This is an optimization exercise on Yosys and OpenROAD, whose aim is small area, a short achievable clock period and few clock cycles, not a production implementation. Only simulation tests tie the RTL to the original design; equivalence was not proved. Power figures rest on the tool's default switching activity, not on a simulated workload.

<file path="flow/constraint.sdc">
create_clock -name core_clock -period 6.0 [get_ports {clk}]
set_input_delay 1.2000 -clock core_clock [delete_from_list [all_inputs] [get_ports {clk}]]
set_output_delay 1.2000 -clock core_clock [all_outputs]
set_load 0.01 [all_outputs]
</file>
<file path="flow/design.v">
package p256_pkg;
    localparam logic [255:0] P_256 =
        256'hffffffff00000001000000000000000000000000ffffffffffffffffffffffff;
    localparam logic [255:0] K_256 =
        256'h00000000fffffffeffffffffffffffffffffffff000000000000000000000001;
endpackage
module WordSplitAdd #(
    parameter int NB = 4,
    parameter logic [8*NB+7:0] BND = {8'd32, 8'd24, 8'd16, 8'd8, 8'd0}
) (
    input  logic [31:0]   x,
    input  logic [31:0]   y,
    input  logic [31:0]   z,
    input  logic          y0,     
    output logic [31:0]   s0,     
    output logic [NB-1:0] g,      
    output logic [NB-1:0] p,      
    output logic          c31     
);
    logic [31:0] s, c, w;
    assign s = x ^ y ^ z;
    assign c = (x & y) | (x & z) | (y & z);
    assign w = {c[30:0], y0};
    for (genvar b = 0; b < NB; b++) begin : g_blk
        localparam int LO = BND[8*b +: 8];
        localparam int BW = BND[8*(b+1) +: 8] - LO;
        assign {g[b], s0[LO +: BW]} = {1'b0, s[LO +: BW]} + {1'b0, w[LO +: BW]};
        assign p[b] = &(s[LO +: BW] ^ w[LO +: BW]);
    end
    assign c31 = c[31];
endmodule
module WordFinish #(
    parameter int NB = 4,
    parameter logic [8*NB+7:0] BND = {8'd32, 8'd24, 8'd16, 8'd8, 8'd0}
) (
    input  logic [31:0]   s0,
    input  logic [NB-1:0] g,
    input  logic [NB-1:0] p,
    input  logic          cin,
    output logic [31:0]   sum,
    output logic          cout
);
    logic [NB:0] cb;
    always_comb begin
        for (int b = 0; b <= NB; b++) begin
            logic t;
            t = cin;
            for (int k = 0; k < b; k++) t = t & p[k];
            cb[b] = t;
            for (int k = 0; k < b; k++) begin
                t = g[k];
                for (int j = k + 1; j < b; j++) t = t & p[j];
                cb[b] = cb[b] | t;
            end
        end
    end
    for (genvar b = 0; b < NB; b++) begin : g_blk
        localparam int LO = BND[8*b +: 8];
        localparam int BW = BND[8*(b+1) +: 8] - LO;
        for (genvar i = 0; i < BW; i++) begin : g_bit
            if (i == 0) begin : g_lsb
                assign sum[LO] = s0[LO] ^ cb[b];
            end else begin : g_up
                assign sum[LO + i] = s0[LO + i] ^ (cb[b] & (&s0[LO +: i]));
            end
        end
    end
    assign cout = cb[NB];
endmodule
module p256_mod_add #(
    parameter int RD_LAT = 3
) (
    input  logic        clk,
    input  logic        rst_n,
    input  logic        ena,
    input  logic [31:0] a_din,
    input  logic [31:0] b_din,
    output logic        rdy,
    output logic [2:0]  a_addr,
    output logic [2:0]  b_addr,
    output logic [2:0]  d_addr,
    output logic        d_wren,
    output logic [31:0] d_dout
);
    localparam int NB = 6;
    localparam logic [8*NB+7:0] BND = {8'd32, 8'd27, 8'd22, 8'd17, 8'd12, 8'd6, 8'd0};
    logic [3:0]  k_q, k_d;
    logic        r_q, f_q, cin_q;
    logic        bad;
    logic        first, word0;
    logic        m_q, m0_q;
    logic [31:0] s0_q, s0;
    logic [NB-1:0] g_q, p_q, g, p;
    logic        c31_q, c31;
    logic        co;
    logic [31:0] z;
    assign first = k_q == 4'd2;
    assign word0 = k_q == 4'd3;
    assign z = {{30{m_q}}, m_q | first, m0_q};
    WordSplitAdd #(.NB(NB), .BND(BND)) u_split (
        .x(a_din), .y(b_din), .z(z), .y0(c31_q & ~first & ~word0),
        .s0(s0), .g(g), .p(p), .c31(c31)
    );
    WordFinish #(.NB(NB), .BND(BND)) u_fin (
        .s0(s0_q), .g(g_q), .p(p_q), .cin(cin_q),
        .sum(d_dout), .cout(co)
    );
    assign a_addr = k_q[2:0];
    assign b_addr = k_q[2:0];
    assign d_addr = {~k_q[2], k_q[1:0]};
    assign d_wren = k_q >= 4'd4 && k_q <= 4'd11;
    assign rdy    = k_q == 4'd12;
    assign bad = k_q == 4'd11 && r_q && !(co || c31_q);
    always_comb begin
        k_d = k_q;
        if (bad) begin
            k_d = 4'd15;
        end else if (k_q != 4'd12) begin
            k_d = k_q + 4'd1;
        end
    end
    always_ff @(posedge clk or negedge rst_n) begin
        if (!rst_n) begin
            k_q     <= 4'd15;
            r_q     <= 1'b0;
            f_q     <= 1'b0;
            cin_q   <= 1'b0;
            m_q     <= 1'b0;
            m0_q    <= 1'b0;
        end else if (ena) begin
            k_q <= k_d;
            if (bad) f_q <= 1'b1;
            if (k_q == 4'd3) begin
                r_q   <= (co | c31_q) & ~f_q;
                cin_q <= (co | c31_q) & ~f_q;
            end else begin
                cin_q <= co & (k_q != 4'd2);
            end
            m_q     <= r_q && k_d >= 4'd6 && k_d <= 4'd9;
            m0_q    <= r_q && k_d >= 4'd6 && k_d <= 4'd8;
        end
    end
    always_ff @(posedge clk) begin
        if (ena) begin
            s0_q  <= s0;
            g_q   <= g;
            p_q   <= p;
            c31_q <= c31;
        end
    end
endmodule
</file>
<file path="flow/config.mk">
export PLATFORM = sky130hd
export DESIGN_NAME = p256_mod_add
export DESIGN_NICKNAME = p256_mod_add
export VERILOG_FILES = /design/flow/design.v
export SDC_FILE = /design/flow/constraint.sdc
export NUM_CORES = 4
export LEC_CHECK = 0
export ABC_AREA = 1
export CAP_MARGIN = 20
export CORE_MARGIN = 2
export CORE_UTILIZATION = 40
export SETUP_SLACK_MARGIN = 2.9
export SLEW_MARGIN = 20
</file>
<file path="flow/standard.sh">
#!/bin/bash
# synth_recipe.tcl (not shown) runs the flow's synth.tcl, then flattens the netlist and writes it again
# the make line also repeats each setting of config.mk as NAME=value (left out here)
make -C /OpenROAD-flow-scripts/flow DESIGN_CONFIG=/design/flow/config.mk WORK_HOME=/design/flow/orfs CLKGATE_MAP_FILE= SYNTH_SCRIPT=/design/flow/synth_recipe.tcl "${@:-finish}"
</file>
<file path="flow/flow/run.sh">
#!/bin/bash
# The standard layout, with the port buffers inserted as the smallest buffer
# (sky130_fd_sc_hd__buf_1) instead of the resizer's default pick; timing repair
# resizes them from there. Each step's full output stays in orfs/logs; make's own
# output goes to standard.log.
set -euo pipefail
export BUFFER_PORTS_ARGS="-buffer_cell sky130_fd_sc_hd__buf_1"
bash standard.sh > standard.log 2>&1
</file>
==> key figures, run 1 <==
STA
  • TNS Setup: 0 ns
  • RSZ-0062 raised after global routing: yes
  • Period utilization: 0.505
  • Least-Margin Pin Slew: 0.754 ns
  • Final hold slack: 0.478 ns
  • Min Tclk post-route: roughly 3 ns
  • Final hold vios: 0
  • Max Slew Vio Count: 0
  • Final Setup Violations: 0
  • Peak Freq: 0.330 GHz
  • Relative slew slack: 0.497
  • Clock skew: between 0.008 and 0.009 ns

Global routing
  • First-pass GRT wire length: 12.8 mm
  • Initial antenna violation count: 0
  • Largest net degree at the start of global routing: 32
  • Total GRT Usage: 0.139
  • GR Overflow Total: 0
  • Vias in the first global route: 2,909

Layout
  • Area of the multi-input gates: 0.00250 sq mm
  • Sequential cell area: 0.00159 sq mm
  • Diodes inserted: 0
  • Core Util, Final: 0.471
  • Synthesis-to-finish area growth: 15.9%
  • # nets final: between 600 and 700
  • Share of cells above drive strength 1: 0.0801
  • Final-layout fill cell count: ~990

Setup path
  • Crit-path slowest cell: edfxtp_1
  • R2R Setup Slk: 3.16 ns
  • CP Buf/Inv Count: 1
  • Crit path cell chain: nor2_1 -> nand2_1 -> nand3_2 -> nand2_4 -> nand2_4 -> nand2_4 -> nand2_4 -> nand2_4 -> ha_1 -> xor2_1 -> buf_2
  • Worst EP required: 4.80 ns
  • CP arrival: 1.83 ns
  • Crit-path max FO: 3
  • Max incr delay on CP: about 0.43 ns
  • Most frequent CP cell: nand2_4
  • Critical path type: reg -> out
  • CP endpoint kind: output port
  • Worst path top cell family by delay: simple AND/OR/NAND/NOR gates
  • R2r endpoint: s0_q[5]
  • Critical R2R Launch: k_q[2]
  • R2R cell count: 11
  • Critical Path Source Type: register

Place
  • Post-DP HPWL: 6.67 mm
  • Final Wtd Congestion: 0.846
  • PortBufs: 109

Yosys
  • Synth unique cells: 30
  • Synth Cell Area: 0.00437 sq mm
  • Flops & latches, synth: 54
  • Syn_nets: 549
  • Synth Area per Inst: 10.9 sq um
  • Synth Warn #: 2
  • Cells after Synth: 400
  • Register area share after synthesis: 0.362

Job
  • Max_cap viols: 0

Clocking
  • CTS Sinks: 54
  • CTS H-Tree Depth: 2
  • CTS tree: built
  • CTS max path bufs: 2
  • Clock Pin Slew Worst Setup and Hold Paths: ~0.10 ns
  • Clk Latency, worst-skew pair: 0.31 ns
  • CTS buffer count: 5
  • Root Buffer: clkbuf_8

Route
  • Via count: 2,954
  • First drt pass iteration count: 4
  • Drt drc: 0
  • Post-Route WL: 8.05 mm
  • Via/cell ratio: around 4.5
  • WL per Instance: 12.3 um
  • Drt initial violations: 92
  • Final ANT Viol Nets: 0

Floorplan
  • Die Y: around 110 um
  • Starting Density: 0.407
  • IO Pins: 110
  • Total Die Area: 0.0118 sq mm
  • # rows: 38
  • Core Box Area: 0.0107 sq mm
  • Chip Width: 109 um

Power
  • PwrDens: 451 mW/mm^2
  • Lkg Pwr: ~2.3 nW
  • Maximum VDD drop: ~150 uV

Worst hold path
  • Worst Hold Depth: 2
  • Worst Hold Class: reg -> reg
  • WHS Endpoint: f_q
  • Min-delay src: f_q

Run status
  • Outcome: no timing/DRC/antenna violations
==> placed cells by master (no fill, tap or decap), types with 4 or more instances in the layout <==
| master | netlist | final |
|---|---|---|
| o21bai_1 | 6 | 6 |
| nand3_1 | 11 | 11 |
| o21ai_0 | 10 | 9 |
| ha_1 | 44 | 44 |
| clkbuf_8 | 0 | 5 |
| buf_1 | 0 | 99 |
| dfstp_2 | 4 | 4 |
| nor2_1 | 19 | 16 |
| inv_1 | 69 | 69 |
| nand2_1 | 41 | 41 |
| a21o_1 | 5 | 5 |
| clkbuf_2 | 0 | 7 |
| edfxtp_1 | 45 | 45 |
| nand2_4 | 6 | 6 |
| xnor2_1 | 14 | 13 |
| nor3_1 | 5 | 5 |
| xor2_1 | 33 | 33 |
| a21oi_1 | 18 | 18 |
| fa_1 | 38 | 38 |
==> worst max-delay path by stage <==
| stage | from | endpoint | slack (ns) | cells after the start |
|---|---|---|---|---|
| floorplan | a_din[1] | s0_q[5] | 2.99 | 9 |
| global placement | a_din[1] | s0_q[5] | 2.80 | 10 |
| detailed placement | a_din[1] | s0_q[5] | 2.61 | 10 |
| CTS | cin_q | d_dout[31] | 2.88 | 13 |
| global route | g_q[1] | d_dout[31] | 2.78 | 13 |
| finish | g_q[1] | d_dout[28] | 2.97 | 11 |
==> metal layers <==
layer / track usage / vias to the layer above / wire [um]
met1: 0.172 / 1351 / 3460
met2: 0.246 / 75 / 4080
met5: 0 / - / 0
li1: - / 1517 / -
met4: 0.0522 / 0 / 187
met3: 0.0211 / 11 / 319
==> metrics by stage <==
stage | std cells | power [W] | area [sq um] | setup slack [ns]
3_3_place_gp | 642 | 0.00202 | 4900 | 2.80
5_1_grt | 652 | 0.00252 | 5070 | 2.78
4_1_cts | 651 | 0.00230 | 5020 | 2.88
2_1_floorplan | 400 | 0.00171 | 4370 | 2.99
6_report | 652 | 0.00229 | 5070 | 2.97
3_5_place_dp | 642 | 0.00206 | 4900 | 2.61
==> final cells by class <==
class / instances / share of cell area
multi-input cells: 269 / 0.493
inverters: 69 / 0.0511
flip-flops and latches: 54 / 0.313
repair buffers: 112 / 0.0877
well taps: 140 / 0.0346
clock buffers: 8 / 0.0200
==> Yosys cell counts, drive strengths merged <==
| cell | n | share of area |
|---|---|---|
| nor2 | 20 | 0.018 |
| dfrtp | 5 | 0.029 |
| nor3 | 5 | 0.0057 |
| nand2 | 47 | 0.051 |
| dfstp | 4 | 0.024 |
| a22oi | 2 | 0.0034 |
| inv | 69 | 0.059 |
| a211oi | 1 | 0.0017 |
| nand4 | 3 | 0.0077 |
| fa | 38 | 0.17 |
| ha | 44 | 0.13 |
| a21o | 5 | 0.0086 |
| a21oi | 18 | 0.021 |
| xor2 | 33 | 0.066 |
| and2 | 4 | 0.0057 |
| edfxtp | 45 | 0.31 |
| o21bai | 6 | 0.010 |
| xnor2 | 14 | 0.028 |
| nor3b | 1 | 0.0017 |
| a31oi | 1 | 0.0014 |
| o21ai | 11 | 0.013 |
| nand3 | 14 | 0.019 |
| o211ai | 1 | 0.0017 |
| buf | 8 | 0.014 |
| o21a | 1 | 0.0017 |
==> where the power goes <==
group          internal, W  switching (W)
logic             0.000563       0.000755
clock network     0.000108       0.000117
registers         0.000627       0.000115
==> flip-flops by register name (all words and copies together), names as in the netlist <==
| signal | cells |
|---|---|
| s0_q | 32 |
| g_q | 6 |
| p_q | 6 |
| k_q | 4 |
| c31_q | 1 |
| cin_q | 1 |
| f_q | 1 |
| m0_q | 1 |
| m_q | 1 |
| r_q | 1 |
==> worst reg2reg max path, stage by stage, from the launching register on <==
cell and delay [ns]:
dfstp_2 0.60, inv_1 0.10, ha_1 0.23, a21oi_1 0.19, fa_1 0.50, inv_1 0.10, ha_1 0.13, nand2_1 0.07
o21ai_1 0.23, a21oi_1 0.10, o21ai_0 0.24, xor2_1 0.10
==> cells by family after synthesis <==
family | Yosys count | share of synthesized area
DFF | 54 | 0.362
adders and majority gates | 82 | 0.300
buffers and inverters | 77 | 0.0730
and+or+nand+nor | 94 | 0.109
AOI/OAI and AO/OA | 46 | 0.0621
xor gates and xnor gates | 47 | 0.0942
==> what timing repair did <==
action,in CTS,in global routing
endpoints found under the setup margin,7,12
gates cloned,0,0
pin swaps,0,0
buffers inserted,1,1
resized for setup,5,15
hold buffers,0,0
Testbench counts, summed over its fixed seeds: cycles 4,480.
==> inputs of run 2 (changes only) <==
--- a/flow/design.v
+++ b/flow/design.v
@@ -82,8 +82,8 @@
     output logic        d_wren,
     output logic [31:0] d_dout
 );
-    localparam int NB = 6;
-    localparam logic [8*NB+7:0] BND = {8'd32, 8'd27, 8'd22, 8'd17, 8'd12, 8'd6, 8'd0};
+    localparam int NB = 5;
+    localparam logic [8*NB+7:0] BND = {8'd32, 8'd26, 8'd20, 8'd14, 8'd7, 8'd0};
     logic [3:0]  k_q, k_d;
     logic        r_q, f_q, cin_q;
     logic        bad;
==> key figures, run 2 <==
Run status
  • Outcome: no timing/DRC/antenna violations (unchanged)

Yosys
  • Largest family of logic cells by synthesized area: adder cells (unchanged)
  • Share of the synthesized area in the top cell type: 0.295 (was 0.309)
  • Flops & latches, synth: 52 (was 54)
  • Largest area contributor in the synthesized netlist: edfxtp_1 (unchanged)
  • Syn_nets: 565 (was 549)
  • Cells after Synth: 418 (was 400)
  • Most common cell in the netlist: inv_1 (unchanged)
  • Most frequent cells after synthesis: inv_1, edfxtp_1, ha_1 (unchanged)
  • Post-synthesis async set-or-reset flop share: 0.173 (was 0.167)
  • Register area share after synthesis: 0.347 (was 0.362)
  • XOR/XNOR share of the synthesized area: 0.0879 (was 0.0942)
  • Post-synth top flop: edfxtp_1 (unchanged)
  • Synth Cell Area: 0.00438 sq mm (was 0.00437 sq mm)
  • Synth top area cells: edfxtp_1, fa_1, ha_1 (unchanged)
  • Complex-gate fraction of the synthesized area: 0.0642 (was 0.0621)
  • Synth Area per Inst: 10.5 sq um (was 10.9 sq um)
  • Synth Area in Adders: 0.292 (was 0.300)
  • Synth Warn #: 2 (unchanged)
  • Simple-Gate Fraction of Synth Area: 0.127 (was 0.109)
  • EDFF count, synth: 43 (was 45)
  • Mux contribution to synthesized area: 0 (unchanged)
  • Synth unique cells: 36 (was 30)

STA
  • Peak Freq: 0.329 GHz (was 0.330 GHz)
  • Max Slew Vio Count: 0 (unchanged)
  • Period utilization: 0.507 (was 0.505)
  • Final Setup Violations: 0 (unchanged)
  • RSZ-0062 raised after global routing: yes (unchanged)
  • Final hold vios: 0 (unchanged)
  • Min Tclk post-route: 3.04 ns (was 3.03 ns)
  • Clock skew: 0.00354 ns (was 0.00849 ns)
  • Relative slew slack: 0.532 (was 0.497)
  • TNS Setup: 0 ns (unchanged)
  • Least-Margin Pin Slew: 0.702 ns (was 0.754 ns)

Global routing
  • First-pass GRT wire length: 13.2 mm (was 12.8 mm)
  • GRT met3 Usage: 0.0227 (was 0.0211)
  • Initial antenna violation count: 0 (unchanged)
  • Total GRT Usage: 0.142 (was 0.139)
  • Vias in the first global route: 3,021 (was 2,909)
  • GR Util met2: 0.255 (was 0.246)
  • M1 GR Usage: 0.175 (was 0.172)
  • Largest net degree at the start of global routing: 32 (unchanged)
  • GR Overflow Total: 0 (unchanged)
  • Top Usage Layer GRT: met2 (unchanged)

Layout
  • Final Non-Filler Cells: 672 (was 652)
  • Final-layout fill cell count: 1,073 (was 991)
  • Most frequent cells in the layout: buf_1, inv_1, edfxtp_1 (unchanged)
  • Commonest non-fill, non-tap cell in the layout: buf_1 (unchanged)
  • Largest regs: s0_q: 32 flops, g_q: 5 flops, p_q: 5 flops (was s0_q: 32 flops, g_q: 6 flops, p_q: 6 flops)
  • Synthesis-to-finish area growth: 16.7% (was 15.9%)
  • # nets final: 678 (was 660)
  • Diodes inserted: 0 (unchanged)
  • Largest register FFs: 32 (unchanged)
  • Share of cells above drive strength 1: 0.115 (was 0.0801)
  • Largest Register: s0_q (unchanged)

Route
  • Drt drc: 0 (unchanged)
  • Post-Route WL: 7.99 mm (was 8.05 mm)
  • Via count: 3,078 (was 2,954)
  • First drt pass iteration count: 4 (unchanged)
  • WL per Instance: 11.9 um (was 12.3 um)
  • Final ANT Viol Nets: 0 (unchanged)
  • Drt initial violations: 59 (was 92)
  • Via/cell ratio: 4.58 (was 4.53)

Clocking
  • Root Buffer: clkbuf_8 (unchanged)
  • CTS max path bufs: 2 (unchanged)
  • CTS buffer count: 5 (unchanged)
  • Clock Pin Slew Worst Setup and Hold Paths: 0.09 ns (was 0.10 ns)
  • CTS tree: built (unchanged)
  • CTS H-Tree Depth: 2 (unchanged)
  • Clk Latency, worst-skew pair: 0.30 ns (was 0.31 ns)
  • CTS Sinks: 52 (was 54)
  • Hold buffers post-CTS: 0 (unchanged)

Worst hold path
  • Worst Hold Class: reg -> reg (unchanged)

Job
  • Max_cap viols: 0 (unchanged)

Setup path
  • Critical path type: in -> reg (was reg -> out)
  • CP arrival: 3.10 ns (was 1.83 ns)
  • Critical Path Source Type: input pin (was register)
  • CP endpoint kind: register (was output port)
  • Crit-path max FO: 2 (was 3)
  • Worst EP required: 6.06 ns (was 4.80 ns)

Floorplan
  • Total Die Area: 0.0118 sq mm (about the same)
  • Core Box Area: 0.0107 sq mm (unchanged)
  • Starting Density: 0.408 (was 0.407)
  • Die Y: 109 um (about the same)
  • Chip Width: 109 um (about the same)
  • # rows: 38 (unchanged)
  • IO Pins: 110 (unchanged)

Power
  • Lkg Pwr: 2.29 nW (was 2.27 nW)
  • PwrDens: 520 mW/mm^2 (was 451 mW/mm^2)
  • Maximum VDD drop: 174 uV (was 146 uV)
  • Pwr Total: 0.00266 W (was 0.00229 W)

Place
  • Post-DP HPWL: 6.75 mm (was 6.67 mm)
  • Placed cells: 659 (was 642)
  • PortBufs: 109 (unchanged)
  • Final Wtd Congestion: 0.811 (was 0.846)
run 2: logic make-up after synthesis:
| logic type | Yosys count |
|---|---|
| xor gates and xnor gates | 44 |
| buffers and inverters | 87 |
| and+or+nand+nor | 107 |
| AOI/OAI and AO/OA | 48 |
| adders and majority gates | 80 |
| DFF | 52 |
run 2: final timing paths:
kind,start,end,slack [ns],cells past startpoint
hold / removal,f_q,f_q,0.48,2
hold reg to reg,f_q,f_q,0.48,2
setup reg to reg,k_q[0],g_q[0],3.03,14
setup / recovery,a_din[0],s0_q[6],2.96,11
max in group asynchronous,rst_n,m_q,4.83,1
min in group asynchronous,rst_n,m_q,0.82,1
run 2: metrics by stage:
stage	area (sq um)	hold slack, ns	setup WS [ns]	util
2_1_floorplan	4390	0.439	2.84	-
3_3_place_gp	4920	0.456	2.66	0.457
3_5_place_dp	4920	0.467	2.63	0.457
4_1_cts	5000	0.488	2.88	0.466
5_1_grt	5110	0.540	2.87	0.476
6_report	5110	0.483	2.96	0.476
run 2: final cells by class:
type	count	area (sq um)	area share
clock buffer	5	68.8	0.0135
clock inverter	3	13.8	0.00269
inverter	78	293	0.0573
multi-input combinational	279	2570	0.504
sequential	52	1530	0.299
tap	140	175	0.0343
timing repair buffer	115	462	0.0903
run 2: timing repair:
item,4_1_cts,5_1_grt
gates resized for setup,3,26
endpoints found under the setup margin,5,11
pin swaps,0,10
buffers inserted,0,5
run 2: power breakdown:
| part | internal [W] | leakage, nW | switching, W | total, W |
|---|---|---|---|---|
| logic | 0.000695 | 1.72 | 0.000965 | 0.00166 |
| clock network | 0.0000794 | 0.0453 | 0.000109 | 0.000188 |
| registers | 0.000665 | 0.526 | 0.000146 | 0.000811 |
| total | 0.00144 | 2.29 | 0.00122 | 0.00266 |
run 2: critical path, cell delays in order:
cell	delay, ns
buf_1	0.09
fa_1	0.57
ha_2	0.20
inv_1	0.05
fa_1	0.40
o21ai_1	0.19
a21oi_2	0.09
nor2_1	0.08
o21ai_0	0.08
nand2_1	0.08
xor2_1	0.07
run 2: routing by layer:
metal | part of all wire | vias to the layer above | routed length [um]
li1 | - | 1570 | -
met1 | 0.42 | 1437 | 3390
met2 | 0.52 | 61 | 4140
met3 | 0.038 | 10 | 303
met4 | 0.019 | 0 | 151
met5 | 0 | - | 0
Testbench counts of run 2, summed over its fixed seeds: cycles 4,480.
==> inputs of run 3 (changes only) <==
--- a/flow/design.v
+++ b/flow/design.v
@@ -82,8 +82,8 @@
     output logic        d_wren,
     output logic [31:0] d_dout
 );
-    localparam int NB = 5;
-    localparam logic [8*NB+7:0] BND = {8'd32, 8'd26, 8'd20, 8'd14, 8'd7, 8'd0};
+    localparam int NB = 6;
+    localparam logic [8*NB+7:0] BND = {8'd32, 8'd26, 8'd21, 8'd16, 8'd11, 8'd6, 8'd0};
     logic [3:0]  k_q, k_d;
     logic        r_q, f_q, cin_q;
     logic        bad;
==> key figures, run 3 <==
Global routing
  • Largest net degree at the start of global routing: 54 (was 32)
  • GR Overflow Total: 0 (unchanged)
  • Total GRT Usage: 0.154 (was 0.142)
  • Vias in the first global route: 3,081 (was 3,021)
  • First-pass GRT wire length: 14.1 mm (was 13.2 mm)
  • Initial antenna violation count: 0 (unchanged)

Layout
  • Most frequent cells in the layout: buf_1, inv_1, edfxtp_1 (unchanged)
  • # nets final: 668 (was 678)
  • Largest register FFs: 32 (unchanged)
  • Largest regs: s0_q: 32 flops, g_q: 6 flops, p_q: 6 flops (was s0_q: 32 flops, g_q: 5 flops, p_q: 5 flops)
  • Core Util, Final: 0.468 (was 0.476)
  • Commonest non-fill, non-tap cell in the layout: buf_1 (unchanged)
  • Largest Register: s0_q (unchanged)
  • Diodes inserted: 0 (unchanged)
  • Synthesis-to-finish area growth: 15.1% (was 16.7%)
  • Final Non-Filler Cells: 660 (was 672)
  • Final Cell Area: 0.00505 sq mm (was 0.00511 sq mm)
  • Share of cells above drive strength 1: 0.0692 (was 0.115)

STA
  • Peak Freq: 0.332 GHz (was 0.329 GHz)
  • Final Setup Violations: 0 (unchanged)
  • Least-Margin Pin Slew: 0.668 ns (was 0.702 ns)
  • Clock skew: 0.00645 ns (was 0.00354 ns)
  • Final hold slack: 0.485 ns (was 0.483 ns)
  • Max Slew Vio Count: 0 (unchanged)
  • RSZ-0062 raised after global routing: yes (unchanged)
  • Relative slew slack: 0.555 (was 0.532)
  • Min Tclk post-route: 3.01 ns (was 3.04 ns)
  • Period utilization: 0.502 (was 0.507)
  • TNS Setup: 0 ns (unchanged)
  • Final hold vios: 0 (unchanged)

Floorplan
  • Core Box Area: 0.0108 sq mm (was 0.0107 sq mm)
  • Die Y: 109 um (about the same)
  • Total Die Area: 0.0118 sq mm (about the same)
  • # rows: 38 (unchanged)
  • Chip Width: 109 um (about the same)
  • IO Pins: 110 (unchanged)
  • Starting Density: 0.407 (was 0.408)

Yosys
  • Register area share after synthesis: 0.360 (was 0.347)
  • Cells after Synth: 406 (was 418)
  • Synth Cell Area: 0.00439 sq mm (was 0.00438 sq mm)
  • Most frequent cells after synthesis: inv_1, edfxtp_1, ha_1 (unchanged)
  • Synth unique cells: 31 (was 36)
  • EDFF count, synth: 45 (was 43)
  • Largest area contributor in the synthesized netlist: edfxtp_1 (unchanged)
  • Post-synth top flop: edfxtp_1 (unchanged)
  • Flops & latches, synth: 54 (was 52)
  • Post-synthesis async set-or-reset flop share: 0.167 (was 0.173)
  • Synth Area per Inst: 10.8 sq um (was 10.5 sq um)
  • Syn_nets: 555 (was 565)
  • Most common cell in the netlist: inv_1 (unchanged)
  • Synth Warn #: 2 (unchanged)
  • Share of the synthesized area in the top cell type: 0.308 (was 0.295)
  • Synth top area cells: edfxtp_1, fa_1, ha_1 (unchanged)

Power
  • Maximum VDD drop: 195 uV (was 174 uV)
  • Lkg Pwr: 2.25 nW (was 2.29 nW)
  • PwrDens: 536 mW/mm^2 (was 520 mW/mm^2)

Worst hold path
  • Worst Hold Class: reg -> reg (unchanged)
  • Min-delay src: f_q (unchanged)

Clocking
  • CTS Sinks: 54 (was 52)
  • CTS max path bufs: 2 (unchanged)
  • CTS tree: built (unchanged)
  • CTS H-Tree Depth: 2 (unchanged)
  • Root Buffer: clkbuf_8 (unchanged)
  • Clk Latency, worst-skew pair: 0.31 ns (was 0.30 ns)
  • CTS buffer count: 5 (unchanged)
  • Clock Pin Slew Worst Setup and Hold Paths: 0.09 ns (about the same)

Route
  • Via/cell ratio: 4.58 (about the same)
  • Drt initial violations: 58 (was 59)
  • Via count: 3,020 (was 3,078)
  • Drt drc: 0 (unchanged)
  • Post-Route WL: 8.36 mm (was 7.99 mm)
  • Final ANT Viol Nets: 0 (unchanged)
  • WL per Instance: 12.7 um (was 11.9 um)
  • First drt pass iteration count: 4 (unchanged)

Job
  • Max_cap viols: 0 (unchanged)

Place
  • Placed cells: 647 (was 659)
  • Placed inst area: 0.00492 sq mm (about the same)
  • Final Wtd Congestion: 0.872 (was 0.811)
  • PortBufs: 109 (unchanged)
  • Post-DP HPWL: 6.95 mm (was 6.75 mm)

Setup path
  • Critical R2R Launch: k_q[2] (was k_q[0])
  • Critical Path Source Type: register (was input pin)
  • Crit-path max FO: 4 (was 2)
  • Critical path type: reg -> out (was in -> reg)
  • Crit path launch: g_q[0] (was a_din[0])
  • CP endpoint kind: output port (was register)
  • CP arrival: 1.81 ns (was 3.10 ns)
  • Worst EP required: 4.80 ns (was 6.06 ns)

Run status
  • Outcome: no timing/DRC/antenna violations (unchanged)
==> run 3: changes by cell type in the layout (fill, tap and decap cells not counted), moves of 4 or more <==
cell / before / now
nor2_1: 32 / 22
a21oi_1: 14 / 19
inv_2: 5 / 0
nand2_1: 32 / 37
nand3_1: 11 / 16
nor2_4: 5 / 1
o21ai_1: 5 / 1
==> run 3: power by group <==
part	total [W]	internal [W]	switching, W	leakage, nW
registers	0.000845	0.000692	0.000153	0.546
logic	0.00166	0.000697	0.000967	1.67
clock network	0.000197	0.0000833	0.000114	0.0395
==> run 3: kinds of logic (layout without fill, tap and decap cells) <==
group,count (synthesis),count (layout),synth area share
AND/OR/NAND/NOR,95,95,0.108
adder cells (fa/ha/maj),82,82,0.299
buffers and inverters,81,195,0.0764
flip-flops,54,54,0.360
AO/OA/AOI/OAI,48,48,0.0650
XOR/XNOR,46,46,0.0918
==> run 3: final timing paths <==
kind	cells past startpoint	slack (ns)	to
worst max-delay path	9	2.99	d_dout[27]
worst min-delay path	2	0.49	f_q
worst max register to register	13	3.09	s0_q[5]
worst min register to register	2	0.49	f_q
max in group asynchronous	1	4.76	m_q
min in group asynchronous	1	0.83	m0_q
==> run 3: critical path, cell delays in order, from the launching register on <==
cell and delay [ns]:
edfxtp_1 0.42, nor2_2 0.13, nand2_2 0.10, nand3_2 0.07, nand2_2 0.07, nand2_2 0.08
nand2_4 0.07, ha_2 0.18, xor2_1 0.20, buf_2 0.17
==> run 3: what timing repair did <==
item                       4_1_cts  5_1_grt
pin swaps                        0        2
resized for setup                3        6
setup endpoints to repair        6        5
hold buffers                     0        0
buffers inserted                 1        4
==> run 3: area by class of cell <==
class                   instances  area, sq um
inverters                      72          270
repair buffers                115          458
well taps                     140          175
flip-flops and latches         54         1590
clock buffers                   8         80.1
fillers                      1018         5740
multi-input cells             271         2480
==> run 3: routing by layer <==
layer  wire length (um)  GRT usage  up-vias  share of wire
li1                   -          -     1542              -
met1               3540      0.185     1410           0.42
met2               4370      0.281       59           0.52
met3                297     0.0221        9          0.036
met4                154     0.0513        0          0.018
met5                  0          0        -              0
==> run 3: through the flow <==
stage / power [W] / worst slack (ns)
finish: 0.00271 / 2.99
global route: 0.00301 / 2.87
CTS: 0.00272 / 2.91
detailed placement: 0.00251 / 2.73
global placement: 0.00244 / 2.77
floorplan: 0.00205 / 2.94
Testbench counts of run 3, summed over its fixed seeds: cycles 4,480.
==> inputs of run 4 (changes only) <==
--- a/flow/config.mk
+++ b/flow/config.mk
@@ -9,5 +9,5 @@
 export CAP_MARGIN = 20
 export CORE_MARGIN = 2
 export CORE_UTILIZATION = 40
-export SETUP_SLACK_MARGIN = 2.9
+export SETUP_SLACK_MARGIN = 3.05
 export SLEW_MARGIN = 20
==> key figures, run 4 <==
Layout
  • Most frequent cells in the layout: buf_1, inv_1, edfxtp_1 (unchanged)
  • Commonest non-fill, non-tap cell in the layout: buf_1 (unchanged)
  • Largest regs: s0_q: 32 flops, g_q: 6 flops, p_q: 6 flops (unchanged)
  • Largest register FFs: 32 (unchanged)
  • Final-layout fill cell count: 1,043 (was 1,018)
  • Share of cells above drive strength 1: 0.138 (was 0.0692)
  • Synthesis-to-finish area growth: 19.6% (was 15.1%)
  • Diodes inserted: 0 (unchanged)
  • Largest Register: s0_q (unchanged)
  • # nets final: 671 (was 668)

Power
  • PwrDens: 542 mW/mm^2 (was 536 mW/mm^2)
  • Maximum VDD drop: 195 uV (about the same)
  • Sequential power share: 0.299 (was 0.312)
  • Switch Pwr: 0.00126 W (was 0.00123 W)
  • Lkg Pwr: 2.34 nW (was 2.25 nW)
  • Sw Share: 0.443 (was 0.456)
  • Pint: 0.00158 W (was 0.00147 W)
  • Comb power frac: 0.618 (was 0.615)
  • Pwr Total: 0.00285 W (was 0.00271 W)
  • Clock power share: 0.083 (was 0.073)

Yosys
  • Post-synthesis async set-or-reset flop share: 0.167 (unchanged)
  • Register area share after synthesis: 0.360 (unchanged)
  • Synth top area cells: edfxtp_1, fa_1, ha_1 (unchanged)
  • Synth Area per Inst: 10.8 sq um (unchanged)
  • Synth Warn #: 2 (unchanged)
  • Share of the synthesized area in the top cell type: 0.308 (unchanged)
  • Synth Cell Area: 0.00439 sq mm (unchanged)
  • Largest area contributor in the synthesized netlist: edfxtp_1 (unchanged)
  • Syn_nets: 555 (unchanged)
  • EDFF count, synth: 45 (unchanged)
  • Cells after Synth: 406 (unchanged)
  • Post-synth top flop: edfxtp_1 (unchanged)
  • Synth unique cells: 31 (unchanged)
  • Most frequent cells after synthesis: inv_1, edfxtp_1, ha_1 (unchanged)
  • Most common cell in the netlist: inv_1 (unchanged)
  • Flops & latches, synth: 54 (unchanged)

STA
  • Max Slew Vio Count: 0 (unchanged)
  • Clock skew: 0.00957 ns (was 0.00645 ns)
  • TNS Setup: 0 ns (unchanged)
  • RSZ-0062 raised after global routing: yes (unchanged)
  • Least-Margin Pin Slew: 0.667 ns (was 0.668 ns)
  • Final hold vios: 0 (unchanged)
  • Period utilization: 0.495 (was 0.502)
  • Relative slew slack: 0.555 (about the same)
  • Final Setup Violations: 0 (unchanged)
  • Min Tclk post-route: 2.97 ns (was 3.01 ns)
  • Peak Freq: 0.337 GHz (was 0.332 GHz)

Setup path
  • R2R cell count: 13 (unchanged)
  • Worst EP required: 4.80 ns (about the same)
  • Crit path cell chain: nor2_2 -> nand2_2 -> nand3_2 -> nand2_4 -> buf_4 -> nand3_4 -> buf_4 -> xor2_1 -> buf_1 (was nor2_2 -> nand2_2 -> nand3_2 -> nand2_2 -> nand2_2 -> nand2_4 -> ha_2 -> xor2_1 -> buf_2)
  • Critical Path End: d_dout[23] (was d_dout[27])
  • Most frequent CP cell: buf_4 (was nand2_2)
  • R2R Setup Slk: 3.24 ns (was 3.09 ns)
  • Critical Path Source Type: register (unchanged)
  • CP endpoint kind: output port (unchanged)
  • Crit path launch: g_q[1] (was g_q[0])
  • Max incr delay on CP: 0.42 ns (about the same)
  • Critical R2R Launch: k_q[2] (unchanged)
  • Crit-path max FO: 3 (was 4)
  • R2r endpoint: s0_q[5] (unchanged)
  • Crit-path slowest cell: edfxtp_1 (unchanged)
  • CP arrival: 1.77 ns (was 1.81 ns)
  • Critical path type: reg -> out (unchanged)

Place
  • Post-DP HPWL: 6.56 mm (was 6.95 mm)
  • PortBufs: 109 (unchanged)
  • Final Wtd Congestion: 0.807 (was 0.872)

Clocking
  • CTS max path bufs: 2 (unchanged)
  • CTS tree: built (unchanged)
  • CTS H-Tree Depth: 2 (unchanged)
  • Root Buffer: clkbuf_8 (unchanged)
  • Clock Pin Slew Worst Setup and Hold Paths: 0.10 ns (was 0.09 ns)
  • Clk Latency, worst-skew pair: 0.31 ns (about the same)
  • Hold buffers post-CTS: 0 (unchanged)
  • CTS Sinks: 54 (unchanged)
  • CTS buffer count: 5 (unchanged)

Floorplan
  • Die Y: 109 um (unchanged)
  • Total Die Area: 0.0118 sq mm (unchanged)
  • # rows: 38 (unchanged)
  • Chip Width: 109 um (unchanged)
  • Starting Density: 0.407 (unchanged)
  • IO Pins: 110 (unchanged)
  • Core Box Area: 0.0108 sq mm (unchanged)

Global routing
  • First-pass GRT wire length: 13.5 mm (was 14.1 mm)
  • Vias in the first global route: 3,053 (was 3,081)
  • Initial antenna violation count: 0 (unchanged)
  • Total GRT Usage: 0.146 (was 0.154)
  • GR Overflow Total: 0 (unchanged)
  • Largest net degree at the start of global routing: 54 (unchanged)

Route
  • Drt initial violations: 55 (was 58)
  • First drt pass iteration count: 4 (unchanged)
  • Via/cell ratio: 4.56 (was 4.58)
  • Drt drc: 0 (unchanged)
  • WL per Instance: 12.1 um (was 12.7 um)
  • Final ANT Viol Nets: 0 (unchanged)
  • Via count: 3,022 (was 3,020)
  • Post-Route WL: 8.05 mm (was 8.36 mm)

Run status
  • Outcome: no timing/DRC/antenna violations (unchanged)

Worst hold path
  • Worst Hold Class: reg -> reg (unchanged)
  • Min-delay src: f_q (unchanged)

Job
  • Max_cap viols: 0 (unchanged)
## run 4: cell counts after synthesis
Identical to the previous run, type by type.
## run 4: layer usage
metal	track usage	up-vias	share of wire
met5	0	-	0
met4	0.0522	0	0.021
met3	0.0155	12	0.032
met2	0.254	64	0.50
met1	0.188	1404	0.45
li1	-	1542	-
## run 4: cells by family after synthesis
logic type	Yosys count	share of synthesized area
buffers and inverters	81	0.0764
and+or+nand+nor	95	0.108
DFF	54	0.360
adders and majority gates	82	0.299
AOI/OAI and AO/OA	48	0.0650
xor gates and xnor gates	46	0.0918
## run 4: power by group through the flow
stage	logic (W)	clock network, W	registers, W
CTS	0.00170	0.000247	0.000854
floorplan	0.00126	0	0.000815
detailed placement	0.00165	0	0.000858
global placement	0.00162	0	0.000851
finish	0.00176	0.000236	0.000851
global route	0.00202	0.000258	0.000880
## run 4: final cells by class
| type | count | area, sq um | share of cell area |
|---|---|---|---|
| multi-input combinational | 271 | 2600 | 0.496 |
| timing repair buffer | 118 | 502 | 0.0956 |
| sequential | 54 | 1590 | 0.302 |
| inverter | 72 | 273 | 0.0520 |
| clock buffer | 8 | 111 | 0.0212 |
| tap | 140 | 175 | 0.0334 |
## run 4: metrics by stage
| step | hold slack (ns) | worst slack, ns | utilization | std cells | cell area (sq um) |
|---|---|---|---|---|---|
| final | 0.484 | 3.03 | 0.486 | 663 | 5250 |
| after global routing | 0.534 | 2.91 | 0.486 | 663 | 5250 |
| after CTS | 0.489 | 3.00 | 0.474 | 657 | 5120 |
| after detailed placement | 0.465 | 2.78 | 0.458 | 647 | 4940 |
| after global placement | 0.462 | 2.81 | 0.458 | 647 | 4940 |
| after floorplan | 0.440 | 3.03 | - | 406 | 4420 |
## run 4: what timing repair did
action | 4_1_cts | 5_1_grt
setup buffers | 2 | 6
pin swaps | 5 | 11
resized for setup | 15 | 31
endpoints found under the setup margin | 11 | 17
## run 4: worst max-delay path: cells and delay by family, from the launching register on
family,cells,cell delay [ns]
and+or+nand+nor,5,0.45
buffers and inverters,3,0.45
DFF,1,0.42
xor gates and xnor gates,1,0.14
## run 4: worst min path at each step
stage,to,slack [ns],cells past startpoint
after detailed placement,f_q,0.47,2
after floorplan,f_q,0.44,2
after CTS,f_q,0.49,2
after global placement,f_q,0.46,2
after global routing,f_q,0.53,2
final,f_q,0.48,2
==> inputs of run 5 (changes only) <==
--- a/flow/config.mk
+++ b/flow/config.mk
@@ -9,5 +9,5 @@
 export CAP_MARGIN = 20
 export CORE_MARGIN = 2
 export CORE_UTILIZATION = 40
-export SETUP_SLACK_MARGIN = 3.05
+export SETUP_SLACK_MARGIN = 2.8
 export SLEW_MARGIN = 20
==> key figures, run 5 <==
Yosys
  • Share of the synthesized area in the top cell type: 0.308 (unchanged)
  • Most frequent cells after synthesis: inv_1, edfxtp_1, ha_1 (unchanged)
  • EDFF count, synth: 45 (unchanged)
  • Cells after Synth: 406 (unchanged)
  • Most common cell in the netlist: inv_1 (unchanged)
  • Post-synth top flop: edfxtp_1 (unchanged)
  • Synth unique cells: 31 (unchanged)
  • Register area share after synthesis: 0.360 (unchanged)
  • Synth Area per Inst: 10.8 sq um (unchanged)
  • Syn_nets: 555 (unchanged)
  • Flops & latches, synth: 54 (unchanged)
  • Post-synthesis async set-or-reset flop share: 0.167 (unchanged)
  • Synth Warn #: 2 (unchanged)
  • Synth Cell Area: 0.00439 sq mm (unchanged)
  • Synth top area cells: edfxtp_1, fa_1, ha_1 (unchanged)
  • Largest area contributor in the synthesized netlist: edfxtp_1 (unchanged)

Route
  • Via/cell ratio: 4.57 (was 4.56)
  • Post-Route WL: 8.32 mm (was 8.05 mm)
  • Met1 wire length: 3.52 mm (was 3.64 mm)
  • WL met2: 4.36 mm (was 3.99 mm)
  • Met3 wire len: 284 um (was 255 um)
  • Top Layer Used: met4 (unchanged)
  • Drt drc: 0 (unchanged)
  • First drt pass iteration count: 4 (unchanged)
  • Drt initial violations: 60 (was 55)
  • Via count: 3,007 (was 3,022)
  • WL per Instance: 12.6 um (was 12.1 um)
  • Final ANT Viol Nets: 0 (unchanged)

Layout
  • Sequential cell area: 0.00159 sq mm (unchanged)
  • Area of the multi-input gates: 0.00248 sq mm (was 0.00260 sq mm)
  • Commonest non-fill, non-tap cell in the layout: buf_1 (unchanged)
  • Largest regs: s0_q: 32 flops, g_q: 6 flops, p_q: 6 flops (unchanged)
  • Most frequent cells in the layout: buf_1, inv_1, edfxtp_1 (unchanged)
  • Share of cells above drive strength 1: 0.0598 (was 0.138)
  • Synthesis-to-finish area growth: 14.7% (was 19.6%)
  • Largest register FFs: 32 (unchanged)
  • Final Cell Area: 0.00503 sq mm (was 0.00525 sq mm)
  • Final-layout fill cell count: 1,015 (was 1,043)
  • # nets final: 666 (was 671)
  • Diodes inserted: 0 (unchanged)
  • Largest Register: s0_q (unchanged)

STA
  • TNS Setup: 0 ns (unchanged)
  • Max Slew Vio Count: 0 (unchanged)
  • Least-Margin Pin Slew: 0.652 ns (was 0.667 ns)
  • Final Setup Violations: 0 (unchanged)
  • Period utilization: 0.505 (was 0.495)
  • Peak Freq: 0.330 GHz (was 0.337 GHz)
  • Min Tclk post-route: 3.03 ns (was 2.97 ns)
  • Clock skew: 0.00579 ns (was 0.00957 ns)
  • RSZ-0062 raised after global routing: yes (unchanged)
  • Final hold vios: 0 (unchanged)
  • Relative slew slack: 0.565 (was 0.555)
  • Final WS setup: 2.97 ns (was 3.03 ns)

Place
  • Placed inst area: 0.00492 sq mm (was 0.00494 sq mm)
  • Post-DP HPWL: 6.95 mm (was 6.56 mm)
  • Final Wtd Congestion: 0.872 (was 0.807)
  • PortBufs: 109 (unchanged)
  • Pre-CTS setup slack: 2.73 ns (was 2.78 ns)

Setup path
  • CP arrival: 1.83 ns (was 1.77 ns)
  • Critical path type: reg -> out (unchanged)
  • Critical R2R Launch: k_q[2] (unchanged)
  • Most frequent CP cell: nand2_2 (was buf_4)
  • CP endpoint kind: output port (unchanged)
  • Crit-path max FO: 4 (was 3)
  • Crit path cell chain: nor2_2 -> nand2_2 -> nand3_2 -> nand2_2 -> nand2_2 -> nand2_4 -> ha_1 -> xor2_1 -> buf_1 (was nor2_2 -> nand2_2 -> nand3_2 -> nand2_4 -> buf_4 -> nand3_4 -> buf_4 -> xor2_1 -> buf_1)
  • Max incr delay on CP: 0.42 ns (about the same)
  • Crit-path slowest cell: edfxtp_1 (unchanged)
  • Worst EP required: 4.80 ns (about the same)
  • Crit path launch: g_q[1] (unchanged)
  • Critical Path Source Type: register (unchanged)

Power
  • Lkg Pwr: 2.24 nW (was 2.34 nW)
  • PwrDens: 536 mW/mm^2 (was 542 mW/mm^2)
  • Maximum VDD drop: 194 uV (was 195 uV)
  • Pwr Total: 0.00269 W (was 0.00285 W)

Worst hold path
  • Worst Hold Class: reg -> reg (unchanged)
  • Min-delay src: f_q (unchanged)

Global routing
  • Initial antenna violation count: 0 (unchanged)
  • GR Overflow Total: 0 (unchanged)
  • Largest net degree at the start of global routing: 54 (unchanged)
  • Total GRT Usage: 0.153 (was 0.146)
  • First-pass GRT wire length: 14.1 mm (was 13.5 mm)
  • Vias in the first global route: 3,072 (was 3,053)

Clocking
  • CTS H-Tree Depth: 2 (unchanged)
  • Root Buffer: clkbuf_8 (unchanged)
  • Clk Latency, worst-skew pair: 0.31 ns (about the same)
  • CTS tree: built (unchanged)
  • CTS max path bufs: 2 (unchanged)
  • Clock Pin Slew Worst Setup and Hold Paths: 0.09 ns (was 0.10 ns)
  • CTS Sinks: 54 (unchanged)
  • CTS buffer count: 5 (unchanged)
  • Hold buffers post-CTS: 0 (unchanged)

Floorplan
  • Die Y: 109 um (unchanged)
  • # rows: 38 (unchanged)
  • Starting Density: 0.407 (unchanged)
  • Core Box Area: 0.0108 sq mm (unchanged)
  • IO Pins: 110 (unchanged)
  • Total Die Area: 0.0118 sq mm (unchanged)
  • Chip Width: 109 um (unchanged)

Job
  • Max_cap viols: 0 (unchanged)

Run status
  • Outcome: no timing/DRC/antenna violations (unchanged)
## run 5: cell counts after synthesis
Identical to the previous run, type by type.
## run 5: power by group
| part | switching (W) | leakage [nW] | internal, W |
|---|---|---|---|
| Clock | 0.000113 | 0.0395 | 0.0000833 |
| Combinational | 0.000964 | 1.66 | 0.000689 |
| Sequential | 0.000153 | 0.546 | 0.000692 |
## run 5: timing repair
item,CTS,global route
gates resized for setup,0,4
endpoints found under the setup margin,0,4
setup buffers,0,3
## run 5: layout make-up
type                       instances  share of cell area
multi-input combinational        271               0.492
tap                              140              0.0348
timing repair buffer             113              0.0878
sequential                        54               0.315
clock buffer                       8              0.0159
inverter                          72              0.0537
## run 5: logic make-up after synthesis
kind of cell,count (synthesis),synth area share
AOI/OAI and AO/OA,48,0.0650
xor gates and xnor gates,46,0.0918
adders and majority gates,82,0.299
buffers and inverters,81,0.0764
DFF,54,0.360
and+or+nand+nor,95,0.108
## run 5: worst max-delay path: cells and delay by family, from the launching register on
| kind | cells | cell delay (ns) |
|---|---|---|
| and+or+nand+nor | 6 | 0.51 |
| DFF | 1 | 0.42 |
| adders and majority gates | 1 | 0.19 |
| buffers and inverters | 1 | 0.18 |
| xor gates and xnor gates | 1 | 0.22 |
## run 5: layer usage
metal / vias to the layer above / global-route usage
li1: 1538 / -
met1: 1402 / 0.183
met2: 57 / 0.280
met3: 10 / 0.0221
met4: 0 / 0.0513
met5: - / 0
## run 5: worst paths after layout
check | to | slack (ns) | depth (start not counted)
hold reg to reg | f_q | 0.49 | 2
max in group asynchronous | m_q | 4.72 | 1
hold / removal | f_q | 0.49 | 2
min in group asynchronous | m0_q | 0.85 | 1
setup / recovery | d_dout[27] | 2.97 | 9
setup reg to reg | s0_q[5] | 3.06 | 13
## run 5: through the flow
step	hold WS (ns)	utilization	instances
floorplan	0.440	-	406
global placement	0.463	0.456	647
detailed placement	0.473	0.456	647
CTS	0.497	0.463	655
global route	0.533	0.466	658
finish	0.487	0.466	658
==> inputs of run 6 (changes only) <==
--- a/flow/config.mk
+++ b/flow/config.mk
@@ -9,5 +9,5 @@
 export CAP_MARGIN = 20
 export CORE_MARGIN = 2
 export CORE_UTILIZATION = 40
-export SETUP_SLACK_MARGIN = 2.8
+export SETUP_SLACK_MARGIN = 2.7
 export SLEW_MARGIN = 20
==> key figures, run 6 <==
Run status
  • Outcome: no timing/DRC/antenna violations (unchanged)

Power
  • Comb power frac: 0.608 (was 0.613)
  • Sequential power share: 0.318 (was 0.314)
  • Pwr Total: 0.00267 W (was 0.00269 W)
  • Maximum VDD drop: 194 uV (about the same)
  • Sw Share: 0.457 (about the same)
  • Clock power share: 0.073 (about the same)
  • Pint: 0.00145 W (was 0.00146 W)
  • Switch Pwr: 0.00122 W (was 0.00123 W)
  • Lkg Pwr: 2.23 nW (was 2.24 nW)
  • PwrDens: 534 mW/mm^2 (was 536 mW/mm^2)

Yosys
  • Syn_nets: 555 (unchanged)
  • Flops & latches, synth: 54 (unchanged)
  • Register area share after synthesis: 0.360 (unchanged)
  • Most frequent cells after synthesis: inv_1, edfxtp_1, ha_1 (unchanged)
  • Synth Cell Area: 0.00439 sq mm (unchanged)
  • Synth unique cells: 31 (unchanged)
  • Largest area contributor in the synthesized netlist: edfxtp_1 (unchanged)
  • Post-synthesis async set-or-reset flop share: 0.167 (unchanged)
  • Synth Warn #: 2 (unchanged)
  • EDFF count, synth: 45 (unchanged)
  • Share of the synthesized area in the top cell type: 0.308 (unchanged)
  • Synth Area per Inst: 10.8 sq um (unchanged)
  • Cells after Synth: 406 (unchanged)
  • Post-synth top flop: edfxtp_1 (unchanged)
  • Most common cell in the netlist: inv_1 (unchanged)
  • Synth top area cells: edfxtp_1, fa_1, ha_1 (unchanged)

Setup path
  • Crit path cell chain: nand2_1 -> nand2_2 -> nand3_2 -> nand2_2 -> nand2_2 -> nand2_4 -> nand4_4 -> nor2_4 -> nand2_1 -> xnor2_1 -> buf_1 (was nor2_2 -> nand2_2 -> nand3_2 -> nand2_2 -> nand2_2 -> nand2_4 -> ha_1 -> xor2_1 -> buf_1)
  • Critical Path End: d_dout[31] (was d_dout[27])
  • Max incr delay on CP: 0.46 ns (was 0.42 ns)
  • CP arrival: 1.92 ns (was 1.83 ns)
  • R2r endpoint: s0_q[5] (unchanged)
  • Critical Path Source Type: register (unchanged)
  • Crit path launch: cin_q (was g_q[1])
  • CP endpoint kind: output port (unchanged)
  • Most frequent CP cell: nand2_2 (unchanged)
  • R2R cell count: 13 (unchanged)
  • Critical R2R Launch: k_q[2] (unchanged)
  • Crit-path slowest cell: dfrtp_1 (was edfxtp_1)
  • R2R Setup Slk: 3.01 ns (was 3.06 ns)
  • Crit-path max FO: 5 (was 4)
  • Worst EP required: 4.80 ns (about the same)
  • Critical path type: reg -> out (unchanged)

Layout
  • Largest Register: s0_q (unchanged)
  • Final Non-Filler Cells: 655 (was 658)
  • Most frequent cells in the layout: buf_1, inv_1, edfxtp_1 (unchanged)
  • Largest regs: s0_q: 32 flops, g_q: 6 flops, p_q: 6 flops (unchanged)
  • Synthesis-to-finish area growth: 13.9% (was 14.7%)
  • Diodes inserted: 0 (unchanged)
  • Core Util, Final: 0.463 (was 0.466)
  • Commonest non-fill, non-tap cell in the layout: buf_1 (unchanged)
  • # nets final: 663 (was 666)
  • Largest register FFs: 32 (unchanged)
  • Share of cells above drive strength 1: 0.0485 (was 0.0598)

Clocking
  • CTS H-Tree Depth: 2 (unchanged)
  • CTS max path bufs: 2 (unchanged)
  • Clk Latency, worst-skew pair: 0.30 ns (was 0.31 ns)
  • CTS buffer count: 5 (unchanged)
  • Clock Pin Slew Worst Setup and Hold Paths: 0.09 ns (about the same)
  • Hold buffers post-CTS: 0 (unchanged)
  • CTS tree: built (unchanged)
  • CTS Sinks: 54 (unchanged)
  • Root Buffer: clkbuf_8 (unchanged)

Global routing
  • Vias in the first global route: 3,072 (unchanged)
  • GR Overflow Total: 0 (unchanged)
  • First-pass GRT wire length: 14.1 mm (unchanged)
  • Initial antenna violation count: 0 (unchanged)
  • Largest net degree at the start of global routing: 54 (unchanged)
  • Total GRT Usage: 0.153 (unchanged)

STA
  • Period utilization: 0.520 (was 0.505)
  • Final Setup Violations: 0 (unchanged)
  • Peak Freq: 0.320 GHz (was 0.330 GHz)
  • TNS Setup: 0 ns (unchanged)
  • Final hold vios: 0 (unchanged)
  • Min Tclk post-route: 3.12 ns (was 3.03 ns)
  • Max Slew Vio Count: 0 (unchanged)
  • Clock skew: 0.00402 ns (was 0.00579 ns)
  • Final WS setup: 2.88 ns (was 2.97 ns)
  • RSZ-0062 raised after global routing: no (was yes)
  • Least-Margin Pin Slew: 0.666 ns (was 0.652 ns)
  • Relative slew slack: 0.556 (was 0.565)

Place
  • Final Wtd Congestion: 0.872 (unchanged)
  • Pre-CTS setup slack: 2.73 ns (unchanged)
  • Placed cells: 647 (unchanged)
  • PortBufs: 109 (unchanged)
  • Post-DP HPWL: 6.95 mm (unchanged)

Floorplan
  • Die Y: 109 um (unchanged)
  • Total Die Area: 0.0118 sq mm (unchanged)
  • Core Box Area: 0.0108 sq mm (unchanged)
  • # rows: 38 (unchanged)
  • Starting Density: 0.407 (unchanged)
  • IO Pins: 110 (unchanged)
  • Chip Width: 109 um (unchanged)

Route
  • Post-Route WL: 8.26 mm (was 8.32 mm)
  • Drt drc: 0 (unchanged)
  • Final ANT Viol Nets: 0 (unchanged)
  • Drt initial violations: 78 (was 60)
  • First drt pass iteration count: 4 (unchanged)
  • WL per Instance: 12.6 um (about the same)
  • Via/cell ratio: 4.57 (about the same)
  • Via count: 2,994 (was 3,007)

Job
  • Max_cap viols: 0 (unchanged)

Worst hold path
  • Worst Hold Class: reg -> reg (unchanged)
## run 6: cell counts after synthesis
Identical to the previous run, type by type.
## run 6: logic make-up (layout without fill, tap and decap cells)
logic type / Yosys count / in the layout / share of synthesized area
AO/OA/AOI/OAI: 48 / 48 / 0.0650
adder cells (fa/ha/maj): 82 / 82 / 0.299
XOR/XNOR: 46 / 46 / 0.0918
buffers and inverters: 81 / 190 / 0.0764
AND/OR/NAND/NOR: 95 / 95 / 0.108
flip-flops: 54 / 54 / 0.360
## run 6: how the worst min path moves through the flow
stage / startpoint / to / slack, ns / cells after the start
after floorplan: f_q / f_q / 0.44 / 2
after global placement: f_q / f_q / 0.46 / 2
after detailed placement: f_q / f_q / 0.47 / 2
after CTS: f_q / f_q / 0.50 / 2
after global routing: f_q / f_q / 0.53 / 2
final: f_q / f_q / 0.49 / 2
## run 6: what timing repair did
action	in CTS	in global routing
buffers inserted	0	0
setup endpoints to repair	0	1
gates resized for setup	0	1
## run 6: layer usage
| metal | up-vias | GRT usage | share of wire |
|---|---|---|---|
| li1 | 1531 | - | - |
| met1 | 1388 | 0.183 | 0.42 |
| met2 | 65 | 0.280 | 0.52 |
| met3 | 10 | 0.0221 | 0.039 |
| met4 | 0 | 0.0513 | 0.019 |
| met5 | - | 0 | 0 |
## run 6: critical path: cells and delay by family (launching register included)
kind                      cells  cell delay, ns
xor gates and xnor gates      1            0.15
buffers and inverters         1            0.17
DFF                           1            0.46
and+or+nand+nor               9            0.82
## run 6: stage by stage
stage	area (sq um)	hold WS, ns
after floorplan	4390	0.440
after global placement	4920	0.463
after detailed placement	4920	0.473
after CTS	5000	0.497
after global routing	5000	0.533
final	5000	0.487
## run 6: power groups by stage
stage          clock, W  combinational, W  sequential, W
2_1_floorplan         0           0.00123       0.000814
3_3_place_gp          0           0.00159       0.000853
3_5_place_dp          0           0.00165       0.000860
4_1_cts        0.000208           0.00166       0.000851
5_1_grt        0.000217           0.00188       0.000877
6_report       0.000196           0.00162       0.000849
## run 6: area by class of cell
type / count / area [sq um]
Timing Repair Buffer: 110 / 418
Clock buffer: 8 / 80.1
Sequential cell: 54 / 1590
Tap cell: 140 / 175
Inverter: 72 / 270
Multi-Input combinational cell: 271 / 2470
Fill cell: 1016 / 5790
==> inputs of run 7 (changes only) <==
--- a/flow/config.mk
+++ b/flow/config.mk
@@ -8,6 +8,7 @@
 export ABC_AREA = 1
 export CAP_MARGIN = 20
 export CORE_MARGIN = 2
-export CORE_UTILIZATION = 40
-export SETUP_SLACK_MARGIN = 2.7
+export CORE_UTILIZATION = 60
+export PLACE_DENSITY = 0.75
+export SETUP_SLACK_MARGIN = 2.9
 export SLEW_MARGIN = 20
==> key figures, run 7 <==
Run status
  • Outcome: no timing/DRC/antenna violations (unchanged)

Worst hold path
  • Worst Hold Class: reg -> reg (unchanged)

Layout
  • Sequential cell area: 0.00159 sq mm (about the same)
  • Most frequent cells in the layout: buf_1, inv_1, edfxtp_1 (unchanged)
  • Commonest non-fill, non-tap cell in the layout: buf_1 (unchanged)
  • Diodes inserted: 0 (unchanged)
  • Synthesis-to-finish area growth: 15.0% (was 13.9%)
  • Share of cells above drive strength 1: 0.0784 (was 0.0485)
  • Area of the multi-input gates: 0.00249 sq mm (was 0.00247 sq mm)
  • Largest regs: s0_q: 32 flops, g_q: 6 flops, p_q: 6 flops (unchanged)
  • Final-layout fill cell count: 563 (was 1,016)
  • Largest register FFs: 32 (unchanged)
  • Largest Register: s0_q (unchanged)
  • # nets final: 671 (was 663)

STA
  • Relative slew slack: 0.465 (was 0.556)
  • Final hold vios: 0 (unchanged)
  • Min Tclk post-route: 2.98 ns (was 3.12 ns)
  • Max Slew Vio Count: 0 (unchanged)
  • Clock skew: 0.00420 ns (was 0.00402 ns)
  • RSZ-0062 raised after global routing: no (unchanged)
  • Least-Margin Pin Slew: 0.802 ns (was 0.666 ns)
  • Period utilization: 0.497 (was 0.520)
  • TNS Setup: 0 ns (unchanged)
  • Peak Freq: 0.335 GHz (was 0.320 GHz)
  • Final Setup Violations: 0 (unchanged)

Setup path
  • Critical path type: reg -> out (unchanged)
  • Worst EP required: 4.80 ns (about the same)
  • Most frequent CP cell: nand2_1 (was nand2_2)
  • CP endpoint kind: output port (unchanged)
  • Critical Path Source Type: register (unchanged)
  • Max incr delay on CP: 0.39 ns (was 0.46 ns)
  • Crit-path max FO: 3 (was 5)
  • Crit-path slowest cell: dfrtp_2 (was dfrtp_1)
  • Crit path cell chain: nand2_1 -> nand2_2 -> a31o_2 -> nand3_1 -> nor2_1 -> nand2_1 -> xnor2_1 -> buf_1 (was nand2_1 -> nand2_2 -> nand3_2 -> nand2_2 -> nand2_2 -> nand2_4 -> nand4_4 -> nor2_4 -> nand2_1 -> xnor2_1 -> buf_1)
  • CP arrival: 1.78 ns (was 1.92 ns)

Yosys
  • Cells after Synth: 406 (unchanged)
  • Synth top area cells: edfxtp_1, fa_1, ha_1 (unchanged)
  • Synth Area per Inst: 10.8 sq um (unchanged)
  • Most frequent cells after synthesis: inv_1, edfxtp_1, ha_1 (unchanged)
  • Largest area contributor in the synthesized netlist: edfxtp_1 (unchanged)
  • Flops & latches, synth: 54 (unchanged)
  • Share of the synthesized area in the top cell type: 0.308 (unchanged)
  • Post-synthesis async set-or-reset flop share: 0.167 (unchanged)
  • Post-synth top flop: edfxtp_1 (unchanged)
  • Syn_nets: 555 (unchanged)
  • Synth Warn #: 2 (unchanged)
  • Register area share after synthesis: 0.360 (unchanged)
  • Most common cell in the netlist: inv_1 (unchanged)
  • Synth unique cells: 31 (unchanged)
  • EDFF count, synth: 45 (unchanged)
  • Synth Cell Area: 0.00439 sq mm (unchanged)

Clocking
  • CTS H-Tree Depth: 2 (unchanged)
  • Hold buffers post-CTS: 0 (unchanged)
  • Clk Latency, worst-skew pair: 0.30 ns (about the same)
  • Root Buffer: clkbuf_8 (unchanged)
  • Clock Pin Slew Worst Setup and Hold Paths: 0.09 ns (about the same)
  • CTS Sinks: 54 (unchanged)
  • CTS tree: built (unchanged)
  • CTS max path bufs: 2 (unchanged)
  • CTS buffer count: 5 (unchanged)

Route
  • Met1 wire length: 3.37 mm (was 3.46 mm)
  • Top Layer Used: met4 (unchanged)
  • Drt initial violations: 97 (was 78)
  • WL per Instance: 12.6 um (about the same)
  • Met3 wire len: 397 um (was 325 um)
  • Final ANT Viol Nets: 0 (unchanged)
  • Via count: 3,127 (was 2,994)
  • Drt drc: 0 (unchanged)
  • Via/cell ratio: 5.03 (was 4.57)
  • First drt pass iteration count: 4 (unchanged)
  • WL met2: 3.97 mm (was 4.32 mm)
  • Post-Route WL: 7.84 mm (was 8.26 mm)

Place
  • Post-DP HPWL: 6.37 mm (was 6.95 mm)
  • Final Wtd Congestion: 0.862 (was 0.872)
  • PortBufs: 109 (unchanged)

Global routing
  • GR Overflow Total: 0 (unchanged)
  • First-pass GRT wire length: 12.3 mm (was 14.1 mm)
  • Vias in the first global route: 3,003 (was 3,072)
  • Largest net degree at the start of global routing: 34 (was 54)
  • Total GRT Usage: 0.201 (was 0.153)
  • Initial antenna violation count: 0 (unchanged)

Floorplan
  • IO Pins: 110 (unchanged)
  • Core Box Area: 0.00718 sq mm (was 0.0108 sq mm)
  • Starting Density: 0.612 (was 0.407)
  • Total Die Area: 0.00801 sq mm (was 0.0118 sq mm)
  • # rows: 31 (was 38)
  • Chip Width: 89.5 um (was 109 um)
  • Die Y: 89.5 um (was 109 um)

Job
  • Max_cap viols: 0 (unchanged)

Power
  • PwrDens: 541 mW/mm^2 (was 534 mW/mm^2)
  • Lkg Pwr: 2.28 nW (was 2.23 nW)
  • Maximum VDD drop: 270 uV (was 194 uV)
  • Pwr Total: 0.00273 W (was 0.00267 W)
-- run 7: critical path, delay by kind of cell, from the launching register on --
| kind | cells | cell delay (ns) |
|---|---|---|
| AO/OA/AOI/OAI | 1 | 0.17 |
| XOR/XNOR | 1 | 0.19 |
| buffers and inverters | 1 | 0.17 |
| flip-flops | 1 | 0.39 |
| AND/OR/NAND/NOR | 5 | 0.56 |
-- run 7: cells by family after synthesis --
logic type	Yosys count	share of synthesized area
compound gates	48	0.0650
xor+xnor	46	0.0918
fa+ha+maj	82	0.299
buf+inv	81	0.0764
flops	54	0.360
simple gates	95	0.108
-- run 7: worst paths after layout --
kind / start / to / slack, ns / cells after the start
max reg2reg: k_q[2] / g_q[0] / 3.11 / 11
min: f_q / f_q / 0.51 / 2
min in group asynchronous: rst_n / f_q / 0.82 / 1
max: cin_q / d_dout[20] / 3.02 / 8
max in group asynchronous: rst_n / m_q / 4.80 / 1
min reg2reg: f_q / f_q / 0.51 / 2
-- run 7: cell type report --
| cell class | instances | area share |
|---|---|---|
| Clock buffer | 7 | 0.0171 |
| Tap cell | 99 | 0.0245 |
| Sequential cell | 54 | 0.314 |
| Clock inverter | 1 | 0.000992 |
| Multi-Input combinational cell | 271 | 0.494 |
| Inverter | 72 | 0.0536 |
| Timing Repair Buffer | 118 | 0.0950 |
-- run 7: metal layers --
layer / up-vias / global-route usage
met5: - / 0
met4: 0 / 0.0624
met3: 9 / 0.0305
met2: 96 / 0.378
met1: 1475 / 0.234
li1: 1547 / -
-- run 7: through the flow --
stage | setup slack [ns] | util | instance area [sq um] | std cells | hold slack (ns)
after floorplan | 2.94 | - | 4390 | 406 | 0.440
after global placement | 2.80 | 0.678 | 4870 | 606 | 0.463
after detailed placement | 2.75 | 0.678 | 4870 | 606 | 0.489
after CTS | 2.92 | 0.691 | 4960 | 614 | 0.513
after global routing | 2.90 | 0.703 | 5050 | 622 | 0.521
final | 3.02 | 0.703 | 5050 | 622 | 0.507
-- run 7: timing repair --
item	CTS	global route
gates resized for setup	1	9
gates cloned	0	0
buffers inserted	0	8
setup endpoints to repair	2	8
pin swaps	0	5
-- run 7: where the power goes --
part / total (W) / switching [W] / leakage [nW] / internal (W)
clock: 0.000208 / 0.000114 / 0.0482 / 0.0000934
combinational: 0.00168 / 0.000971 / 1.69 / 0.000711
sequential: 0.000842 / 0.000150 / 0.546 / 0.000692
total: 0.00273 / 0.00124 / 2.28 / 0.00150

[re-timing with driven ports]
In the flow no input, the clock included, has a driving cell. The finished layouts below were timed again as built, in two steps.
Step 1 assumes that a clkbuf_16 drives the clock port and a buf_2 every other input.
Step 2 also shifts input and output timing later by t, the mid clock arrival at the registers, as if the neighbouring blocks saw the same clock.
a / b / c = ideal ports / drivers / drivers and shift; a / b = the first two.
| run | t, ns | setup slack, ns | latest minus earliest clock arrival (ns) | pins driven straight from the clock port |
|---|---|---|---|---|
| run 1 | 0.336 | 2.971 / 2.940 / 2.720 | 0.013 / 0.014 | 1 |
| run 2 | 0.325 | 2.959 / 2.966 / 2.641 | 0.004 / 0.003 | 1 |
| run 3 | 0.336 | 2.989 / 2.959 / 2.778 | 0.007 / 0.007 | 1 |
| run 4 | 0.334 | 3.030 / 2.998 / 2.821 | 0.010 / 0.010 | 1 |
| run 5 | 0.333 | 2.968 / 2.938 / 2.734 | 0.006 / 0.006 | 1 |
| run 6 | 0.333 | 2.878 / 2.848 / 2.707 | 0.004 / 0.004 | 1 |
| run 7 | 0.332 | 3.017 / 2.987 / 2.761 | 0.006 / 0.006 | 1 |
After both steps every run listed still meets setup and hold. For run 2, which loses most, drivers alone change the setup slack by +0.007 ns; drivers and shift together by -0.318 ns.
